This is an optimization exercise on Yosys and OpenROAD, whose aim is small area, a short achievable clock period and few clock cycles per item, not a production implementation.
Function was checked by simulation only, so behaviour that the tests miss may differ from the original.
Power is estimated from default activity; no workload was simulated.

==> flow/config.mk <==
export PLATFORM = sky130hd
export DESIGN_NAME = lookahead_peak_limiter
export DESIGN_NICKNAME = lookahead_peak_limiter
export VERILOG_FILES = /design/flow/design.v
export SDC_FILE = /design/flow/constraint.sdc
export NUM_CORES = 4
export LEC_CHECK = 0
export CAP_MARGIN = 20
export CORE_MARGIN = 2
export CORE_UTILIZATION = 40
export SLEW_MARGIN = 20
==> flow/constraint.sdc <==
create_clock -name core_clock -period 8.0 [get_ports {clock}]
set_input_delay 1.6000 -clock core_clock [delete_from_list [all_inputs] [get_ports {clock}]]
set_output_delay 1.6000 -clock core_clock [all_outputs]
set_load 0.01 [all_outputs]
==> flow/design.v <==
package lpl_pkg;
   localparam int SAMPLE_W   = 16;
   localparam int GAIN_W     = 17;
   localparam int COEFF_W    = 16;
   localparam int CSR_IDX_W  = 3;
   localparam int CSR_DATA_W = 17;
   localparam int MUL_W = 20;
   localparam int CNT_W = 4;
   localparam logic [CNT_W-1:0] DIV_LAST = 4'd15;   
   localparam logic [CNT_W-1:0] MUL_LAST = 4'd7;    
   localparam logic [GAIN_W-1:0] GAIN_UNITY      = 17'd65536;
   localparam logic [GAIN_W-1:0] GAIN_NEAR_UNITY = 17'd65471;
   localparam logic [CSR_IDX_W-1:0] CSR_ENABLE    = 3'd0;
   localparam logic [CSR_IDX_W-1:0] CSR_THRESHOLD = 3'd1;
   localparam logic [CSR_IDX_W-1:0] CSR_ATTACK    = 3'd2;
   localparam logic [CSR_IDX_W-1:0] CSR_RELEASE   = 3'd3;
   localparam logic                  RST_ENABLE    = 1'b1;
   localparam logic [GAIN_W-1:0]     RST_THRESHOLD = 17'd65536;
   localparam logic [COEFF_W-1:0]    RST_ATTACK    = 16'd58982;
   localparam logic [COEFF_W-1:0]    RST_RELEASE   = 16'd65529;
   typedef struct packed {
      logic signed [SAMPLE_W-1:0] sample_in;
      logic                       block_end;
   } req_payload_type;
   typedef struct packed {
      logic signed [SAMPLE_W-1:0] sample_out;
      logic                       block_active;
   } rsp_payload_type;
   typedef enum logic [2:0] {
      ST_IDLE,
      ST_LOAD,
      ST_DIV,
      ST_PREP,
      ST_SMOOTH,
      ST_SCALE,
      ST_DONE
   } lpl_state_type;
endpackage
module lpl_ram #(
   parameter int WIDTH = 16,
   parameter int DEPTH = 64
) (
   input  logic                     clock,
   input  logic                     wr_en,
   input  logic [$clog2(DEPTH)-1:0] wr_addr,
   input  logic [WIDTH-1:0]         wr_data,
   input  logic [$clog2(DEPTH)-1:0] rd_addr,
   output logic [WIDTH-1:0]         rd_data
);
   logic [WIDTH-1:0] mem_ff [DEPTH];
   logic [WIDTH-1:0] rd_data_ff;
   always_ff @(posedge clock) begin
      if (wr_en) begin
         mem_ff[wr_addr] <= wr_data;
      end
      rd_data_ff <= mem_ff[rd_addr];
   end
   assign rd_data = rd_data_ff;
endmodule
module lookahead_peak_limiter #(
   parameter int LOOKAHEAD_DEPTH = 64
) (
   input  logic                                  clock,
   input  logic                                  reset,
   input  logic                                  req_valid,
   output logic                                  req_ready,
   input  logic [lpl_pkg::SAMPLE_W:0]            req_data,
   output logic                                  rsp_valid,
   input  logic                                  rsp_ready,
   output logic [lpl_pkg::SAMPLE_W:0]            rsp_data,
   input  logic                                  csr_valid,
   output logic                                  csr_ready,
   input  logic [lpl_pkg::CSR_IDX_W-1:0]         csr_index,
   input  logic [lpl_pkg::CSR_DATA_W-1:0]        csr_wdata
);
   localparam int PTR_W = $clog2(LOOKAHEAD_DEPTH);
   localparam logic [PTR_W-1:0] PTR_LAST = PTR_W'(LOOKAHEAD_DEPTH - 1);
   lpl_pkg::lpl_state_type              state_ff, state_in;
   logic                                enable_ff, enable_in;
   logic [lpl_pkg::GAIN_W-1:0]          thr_ff, thr_in;
   logic [lpl_pkg::COEFF_W-1:0]         attack_ff, attack_in;
   logic [lpl_pkg::COEFF_W-1:0]         release_ff, release_in;
   logic [PTR_W-1:0]                    ptr_ff, ptr_in;
   logic                                filled_ff, filled_in;
   logic [lpl_pkg::GAIN_W-1:0]          gain_ff, gain_in;
   logic                                seen_ff, seen_in;
   logic                                rsp_valid_ff, rsp_valid_in;
   logic signed [lpl_pkg::SAMPLE_W-1:0] x_ff, x_in;
   logic                                last_ff, last_in;
   logic signed [lpl_pkg::SAMPLE_W-1:0] d_ff, d_in;
   logic [lpl_pkg::GAIN_W-1:0]          absx_ff, absx_in;
   logic                                limited_ff, limited_in;
   logic [lpl_pkg::GAIN_W-1:0]          rem_ff, rem_in;
   logic [lpl_pkg::GAIN_W-1:0]          target_ff, target_in;
   logic                                falling_ff, falling_in;
   logic signed [lpl_pkg::MUL_W-1:0]    mcand_ff, mcand_in;
   logic [lpl_pkg::COEFF_W-1:0]         mplier_ff, mplier_in;
   logic signed [lpl_pkg::MUL_W-1:0]    acc_ff, acc_in;
   logic [lpl_pkg::CNT_W-1:0]           cnt_ff, cnt_in;
   lpl_pkg::rsp_payload_type            res_ff, res_in;
   lpl_pkg::rsp_payload_type            rsp_data_ff, rsp_data_in;
   lpl_pkg::req_payload_type            req_item;
   logic                                csr_write;
   logic [lpl_pkg::SAMPLE_W-1:0]        x_mag;
   logic [lpl_pkg::GAIN_W-1:0]          absx_now;
   logic [lpl_pkg::GAIN_W:0]            rem_dbl;
   logic [lpl_pkg::GAIN_W:0]            rem_sub;
   logic                                div_bit;
   logic signed [lpl_pkg::MUL_W-1:0]    addend0, addend1, step_sum, acc_step;
   logic [lpl_pkg::GAIN_W-1:0]          dist_part;
   logic [lpl_pkg::GAIN_W-1:0]          gain_calc, gain_next;
   logic                                tgt_below;
   logic [lpl_pkg::GAIN_W-1:0]          dist_now;
   logic                                ram_wr_en;
   logic [lpl_pkg::SAMPLE_W-1:0]        ram_rd_data;
   lpl_ram #(
      .WIDTH (lpl_pkg::SAMPLE_W),
      .DEPTH (LOOKAHEAD_DEPTH)
   ) u_delay (
      .clock   (clock),
      .wr_en   (ram_wr_en),
      .wr_addr (ptr_ff),
      .wr_data (x_ff),
      .rd_addr (ptr_ff),
      .rd_data (ram_rd_data)
   );
   assign csr_write = csr_valid && csr_ready;
   assign csr_ready = 1'b1;
   assign req_ready = (state_ff == lpl_pkg::ST_IDLE);
   assign rsp_valid = rsp_valid_ff;
   assign rsp_data  = rsp_data_ff;
   assign req_item  = req_data;
   assign x_mag    = x_ff[lpl_pkg::SAMPLE_W-1] ? lpl_pkg::SAMPLE_W'(-x_ff) : x_ff;
   assign absx_now = {x_mag, 1'b0};
   assign rem_dbl = {rem_ff, 1'b0};
   assign rem_sub = rem_dbl - {1'b0, absx_ff};
   assign div_bit = (rem_dbl >= {1'b0, absx_ff});
   assign addend0  = mplier_ff[0] ? mcand_ff : '0;
   assign addend1  = mplier_ff[1] ? (mcand_ff <<< 1) : '0;
   assign step_sum = acc_ff + addend0 + addend1;
   assign acc_step = step_sum >>> 2;
   assign dist_part = acc_step[lpl_pkg::GAIN_W-1:0];
   assign gain_calc = falling_ff ? (target_ff + dist_part) : (target_ff - dist_part);
   assign gain_next = (!falling_ff && gain_calc >= lpl_pkg::GAIN_NEAR_UNITY) ?
                      lpl_pkg::GAIN_UNITY : gain_calc;
   assign tgt_below = (target_ff < gain_ff);
   assign dist_now  = tgt_below ? (gain_ff - target_ff) : (target_ff - gain_ff);
   always_comb begin
      state_in     = state_ff;
      enable_in    = enable_ff;
      thr_in       = thr_ff;
      attack_in    = attack_ff;
      release_in   = release_ff;
      ptr_in       = ptr_ff;
      filled_in    = filled_ff;
      gain_in      = gain_ff;
      seen_in      = seen_ff;
      rsp_valid_in = rsp_valid_ff;
      x_in         = x_ff;
      last_in      = last_ff;
      d_in         = d_ff;
      absx_in      = absx_ff;
      limited_in   = limited_ff;
      rem_in       = rem_ff;
      target_in    = target_ff;
      falling_in   = falling_ff;
      mcand_in     = mcand_ff;
      mplier_in    = mplier_ff;
      acc_in       = acc_ff;
      cnt_in       = cnt_ff;
      res_in       = res_ff;
      rsp_data_in  = rsp_data_ff;
      ram_wr_en    = 1'b0;
      if (rsp_valid_ff && rsp_ready) begin
         rsp_valid_in = 1'b0;
      end
      case (state_ff)
         lpl_pkg::ST_IDLE: begin
            if (req_valid) begin
               x_in    = req_item.sample_in;
               last_in = req_item.block_end;
               if (enable_ff) begin
                  state_in = lpl_pkg::ST_LOAD;
               end else begin
                  res_in.sample_out   = req_item.sample_in;
                  res_in.block_active = 1'b0;
                  state_in            = lpl_pkg::ST_DONE;
               end
            end
         end
         lpl_pkg::ST_LOAD: begin
            d_in       = filled_ff ? $signed(ram_rd_data) : '0;
            ram_wr_en  = 1'b1;
            ptr_in     = (ptr_ff == PTR_LAST) ? '0 : ptr_ff + 1'b1;
            filled_in  = filled_ff || (ptr_ff == PTR_LAST);
            absx_in    = absx_now;
            limited_in = (absx_now > thr_ff);
            rem_in     = thr_ff;
            cnt_in     = '0;
            if (absx_now > thr_ff) begin
               target_in = '0;
               state_in  = lpl_pkg::ST_DIV;
            end else begin
               target_in = lpl_pkg::GAIN_UNITY;
               state_in  = lpl_pkg::ST_PREP;
            end
         end
         lpl_pkg::ST_DIV: begin
            rem_in    = div_bit ? rem_sub[lpl_pkg::GAIN_W-1:0] : rem_dbl[lpl_pkg::GAIN_W-1:0];
            target_in = {target_ff[lpl_pkg::GAIN_W-2:0], div_bit};
            cnt_in    = cnt_ff + 1'b1;
            if (cnt_ff == lpl_pkg::DIV_LAST) begin
               state_in = lpl_pkg::ST_PREP;
            end
         end
         lpl_pkg::ST_PREP: begin
            falling_in = tgt_below;
            mcand_in   = {3'b000, dist_now};
            mplier_in  = tgt_below ? attack_ff : release_ff;
            acc_in     = '0;
            cnt_in     = '0;
            state_in   = lpl_pkg::ST_SMOOTH;
         end
         lpl_pkg::ST_SMOOTH: begin
            acc_in    = acc_step;
            mplier_in = mplier_ff >> 2;
            cnt_in    = cnt_ff + 1'b1;
            if (cnt_ff == lpl_pkg::MUL_LAST) begin
               gain_in   = gain_next;
               mcand_in  = {{4{d_ff[lpl_pkg::SAMPLE_W-1]}}, d_ff};
               mplier_in = gain_next[lpl_pkg::COEFF_W-1:0];
               acc_in    = '0;
               cnt_in    = '0;
               state_in  = lpl_pkg::ST_SCALE;
            end
         end
         lpl_pkg::ST_SCALE: begin
            acc_in    = acc_step;
            mplier_in = mplier_ff >> 2;
            cnt_in    = cnt_ff + 1'b1;
            if (cnt_ff == lpl_pkg::MUL_LAST) begin
               res_in.sample_out = gain_ff[lpl_pkg::GAIN_W-1] ?
                                   d_ff : acc_step[lpl_pkg::SAMPLE_W-1:0];
               res_in.block_active = last_ff &&
                  (seen_ff || limited_ff || gain_ff < lpl_pkg::GAIN_NEAR_UNITY);
               seen_in  = last_ff ? 1'b0 : (seen_ff || limited_ff);
               state_in = lpl_pkg::ST_DONE;
            end
         end
         lpl_pkg::ST_DONE: begin
            if (!rsp_valid_ff || rsp_ready) begin
               rsp_valid_in = 1'b1;
               rsp_data_in  = res_ff;
               state_in     = lpl_pkg::ST_IDLE;
            end
         end
         default: begin
            state_in = lpl_pkg::ST_IDLE;
         end
      endcase
      if (csr_write) begin
         case (csr_index)
            lpl_pkg::CSR_ENABLE: begin
               enable_in = csr_wdata[0];
               if (!csr_wdata[0]) begin
                  ptr_in    = '0;
                  filled_in = 1'b0;
                  gain_in   = lpl_pkg::GAIN_UNITY;
                  seen_in   = 1'b0;
               end
            end
            lpl_pkg::CSR_THRESHOLD: thr_in     = csr_wdata;
            lpl_pkg::CSR_ATTACK:    attack_in  = csr_wdata[lpl_pkg::COEFF_W-1:0];
            lpl_pkg::CSR_RELEASE:   release_in = csr_wdata[lpl_pkg::COEFF_W-1:0];
            default: begin
            end
         endcase
      end
   end
   always_ff @(posedge clock) begin
      if (reset) begin
         state_ff     <= lpl_pkg::ST_IDLE;
         enable_ff    <= lpl_pkg::RST_ENABLE;
         thr_ff       <= lpl_pkg::RST_THRESHOLD;
         attack_ff    <= lpl_pkg::RST_ATTACK;
         release_ff   <= lpl_pkg::RST_RELEASE;
         ptr_ff       <= '0;
         filled_ff    <= 1'b0;
         gain_ff      <= lpl_pkg::GAIN_UNITY;
         seen_ff      <= 1'b0;
         rsp_valid_ff <= 1'b0;
      end else begin
         state_ff     <= state_in;
         enable_ff    <= enable_in;
         thr_ff       <= thr_in;
         attack_ff    <= attack_in;
         release_ff   <= release_in;
         ptr_ff       <= ptr_in;
         filled_ff    <= filled_in;
         gain_ff      <= gain_in;
         seen_ff      <= seen_in;
         rsp_valid_ff <= rsp_valid_in;
      end
   end
   always_ff @(posedge clock) begin
      x_ff        <= x_in;
      last_ff     <= last_in;
      d_ff        <= d_in;
      absx_ff     <= absx_in;
      limited_ff  <= limited_in;
      rem_ff      <= rem_in;
      target_ff   <= target_in;
      falling_ff  <= falling_in;
      mcand_ff    <= mcand_in;
      mplier_ff   <= mplier_in;
      acc_ff      <= acc_in;
      cnt_ff      <= cnt_in;
      res_ff      <= res_in;
      rsp_data_ff <= rsp_data_in;
   end
endmodule
==> flow/run.sh <==
#!/bin/bash
# synth_recipe.tcl (not shown) runs the flow's synth.tcl, then flattens the netlist and writes it again
# the make line also repeats each setting of config.mk as NAME=value (left out here)
make -C /OpenROAD-flow-scripts/flow DESIGN_CONFIG=/design/flow/config.mk WORK_HOME=/design/flow/orfs CLKGATE_MAP_FILE= SYNTH_SCRIPT=/design/flow/synth_recipe.tcl finish
==> reports/qor.txt <==
Final Hold Viols - 0
Htree depth - 4
CTS tree - yes
Post-detail-place hpwl - 89.3 mm
Synth Register Bits - 1,294
P_leak - 19.9 nW
CP Cell Sequence - buf_4 -> nand2_1 -> fa_1 -> and4b_1 -> inv_1 -> fa_1 -> and2b_4 -> o211ai_2 -> and3_1 -> o22ai_1 -> and4bb_2 -> and2_1 -> a21oi_1 -> xnor2_1 -> ha_1 -> a21o_1 -> or4_1 -> o221ai_2 -> o311ai_1 -> or4_1 -> nor4_1 -> nor2_1 -> o21ai_2 -> o21ai_0
Hold Crit Class - register to register
Slowest stage delay, CP - 540 ps
Layout cells sized above 1 - 9.88%
Detail Route Antenna Nets - 0
Most frequent cells in the layout - 1,199 x edfxtp_1, 349 x a22oi_1, 233 x nand2_1
Hold buffers post-CTS - 0
Startpoint Class - register
EDFF count, synth - 1,199
Status - finished clean
Vias per cell - 5.83
GPL Wtd Cong - 0.889
Cells after DPL - 5,393
CTS buffer count - 131
Area grow syn2layout - 14.0%
# IOs - 62
Met1 WL - 62.0 mm
Routed via count - 32,900
Top Family by Delay on Critical Path - simple AND/OR/NAND/NOR gates
Maxcap violations - 0
CTS-repair resized insts - 0
FILL cells - 11,500
Least-Margin Pin Slew - 1110 ps
Die W - 368 um
Worst Path Arrival - 7320 ps
Syn Inst Count - 3,666
Register area share after synthesis - 71.4%
DR iter-0 viols - 3,539
RSZ-0062 raised after global routing - no
Post-Route Setup TNS - 0 ps
Reg area - 37,900 um^2
# nets final - 3,940
GR Overflow Total - 0
WP data required - 8460 ps
Cell Pwr Density - 354 nW/um^2
Worst Path Buf+Inv - 2
Commonest non-fill, non-tap cell in the layout - edfxtp_1
Die Area - 136,000 um^2
Skew-Pair Late Insertion Delay - 780 ps
Setup Viol. Count Final - 0
CP endpoint kind - register
Fin crit share - 85.7%
Clock Path Buffers - 3
Top_reg_cell synth - edfxtp_1
Fin. max-slew vios - 0
Drt first pass iters - 6
Clock skew - 35.8 ps
Non-filler cells, final - 5,634
Core Region - 132,000 um^2
Min cycle time layout - 6860 ps
Syn nets - 3,833
Die Y - 368 um
Area occupied by multi-input gates - 14,100 um^2
Fmax - 146 MHz
Max transition margin - 25.7%
Reg clk slew, reported paths - 60 ps
CP Class - register to register
Wire length on met3 - 11.1 mm
Final wirelength - 150 mm
Met2 WL post-DR - 72.9 mm
Highest Signal Layer - met5
Unique masters post-synth - 94
Avg Cell Area, Syn - 14.5 um^2
PortBufs - 60
# Post-CTS Setup Buffers - 0
Initial antenna violation count - 2
First-pass GRT wire length - 217 mm
Initial Util - 40.3%
WHS - 418 ps
Root buffer cell - clkbuf_16
Vias in the first global route - 31,200
Avg WL per Cell - 26.6 um
Yosys warns - 2
Crit Path Max Fanout - 18
CTS Sinks - 1,294
Synth async-reset ratio - 0%
Syn Std Cell Area - 53,100 um^2
Largest net degree at the start of global routing - 110
R2R Setup Slk - 1140 ps
DRC - 0
Rows - 133
All-Layer GR Usage - 21.7%
Worst VDD drop - 0.313 mV
Slowest-stage cell, CP - or4_1
## cell type report
type	instances	share of cell area (%)
Tap cell	1755	3.63
Timing Repair Buffer	179	2.62
Multi-Input combinational cell	2056	23.3
Sequential cell	1294	62.6
Inverter	111	0.688
Clock inverter	76	1.40
Antenna cell	1	0.00413
Clock buffer	162	5.74
## cell usage after synthesis, types with 43 or more instances
| master | number | share of area, % |
|---|---|---|
| clkbuf_1 | 157 | 1.1 |
| nor2_1 | 217 | 1.5 |
| nand4_1 | 43 | 0.51 |
| a22oi_1 | 349 | 4.9 |
| inv_1 | 109 | 0.77 |
| a22o_1 | 82 | 1.4 |
| a31oi_1 | 85 | 1.0 |
| dfxtp_1 | 95 | 3.6 |
| a221oi_1 | 87 | 1.4 |
| nand2_1 | 233 | 1.6 |
| xnor2_1 | 61 | 1.0 |
| edfxtp_1 | 1199 | 68 |
| o21ai_0 | 91 | 0.86 |
| ha_1 | 102 | 2.4 |
| and2_1 | 61 | 0.72 |
| a21oi_1 | 177 | 1.7 |
## logic make-up (layout without fill, tap and decap cells)
group / Yosys count / in the layout / synth area share, %
flip-flops: 1294 / 1294 / 71.4
AO/OA/AOI/OAI: 1047 / 1047 / 14.0
AND/OR/NAND/NOR: 762 / 762 / 6.97
buffers and inverters: 316 / 528 / 2.30
adder cells (fa/ha/maj): 125 / 125 / 3.27
XOR/XNOR: 84 / 84 / 1.40
multiplexers: 37 / 37 / 0.704
other: 1 / 2 / 0.00706
## routing by layer
metal | vias to the layer above | GRT usage [%]
li1 | 14600 | -
met1 | 16600 | 29.3
met2 | 1384 | 35.8
met3 | 221 | 3.35
met4 | 2 | 7.14
met5 | - | 0
## through the flow
step / area [um^2] / utilization, % / power (mW) / setup slack [ps]
floorplan: 53100 / - / 13.1 / 1790
global placement: 56200 / 42.7 / 15.3 / 1270
detailed placement: 56200 / 42.7 / 15.4 / 1170
CTS: 60500 / 46.0 / 21.5 / 1150
global route: 60600 / 46.0 / 22.4 / 657
finish: 60600 / 46.0 / 21.5 / 1140
## path summary, 6_finish.rpt
kind	from	end	depth (start not counted)
setup / recovery	mplier_ff[1]	mplier_ff[0]	24
hold / removal	res_ff[8]	rsp_data_ff[8]	0
setup reg to reg	mplier_ff[1]	mplier_ff[0]	24
hold reg to reg	res_ff[8]	rsp_data_ff[8]	0
## power by group
group / switching (mW) / internal [mW]
combinational: 4.48 / 2.29
clock: 2.68 / 3.49
sequential: 0.278 / 8.24
total: 7.44 / 14.0
## sequential cells by signal, indices dropped and copies added, names as in the netlist, 3 cells and up
register	cells
release_ff	16
cnt_ff	4
acc_ff	18
mplier_ff	16
absx_ff	16
thr_ff	17
mcand_ff	18
u_delay.mem_ff	1024
gain_ff	17
d_ff	16
ptr_ff	6
attack_ff	16
rem_ff	17
x_ff	16
rsp_data_ff	17
target_ff	17
state_ff	3
u_delay.rd_data_ff	16
res_ff	17
Testbench counts, summed over its fixed seeds: cycles 250,440, items 12,000.

-- what the ideal ports hide --
No port has a modelled driver above. Below, the same layout with a new extraction and two added sets of constraints.
Step 1 (the two cells are an assumption about what drives the block):
set clk [get_ports {clock}]
set_driving_cell -lib_cell sky130_fd_sc_hd__clkbuf_16 $clk
set_driving_cell -lib_cell sky130_fd_sc_hd__buf_2 [delete_from_list [all_inputs] $clk]
Step 2 moves the port delays by t, midway between the first and last clock arrival at a register: inputs arrive t later, outputs are due t later. That takes back most of the time a late clock gives input paths.
Slacks: no drivers / after step 1 / after step 2; pairs: no drivers / after step 1.
shift t [ns]: 0.831
setup WS [ns]: 1.143 / 1.143 / 1.143
hold slack, ns: 0.418 / 0.418 / 0.418
worst register clock-pin slew, ns: 0.07 / 0.07
pins driven straight from the clock port: 1
After both steps setup and hold are still met in this run. For this run, drivers alone change the setup slack by 0.000 ns; drivers and shift together by 0.000 ns.
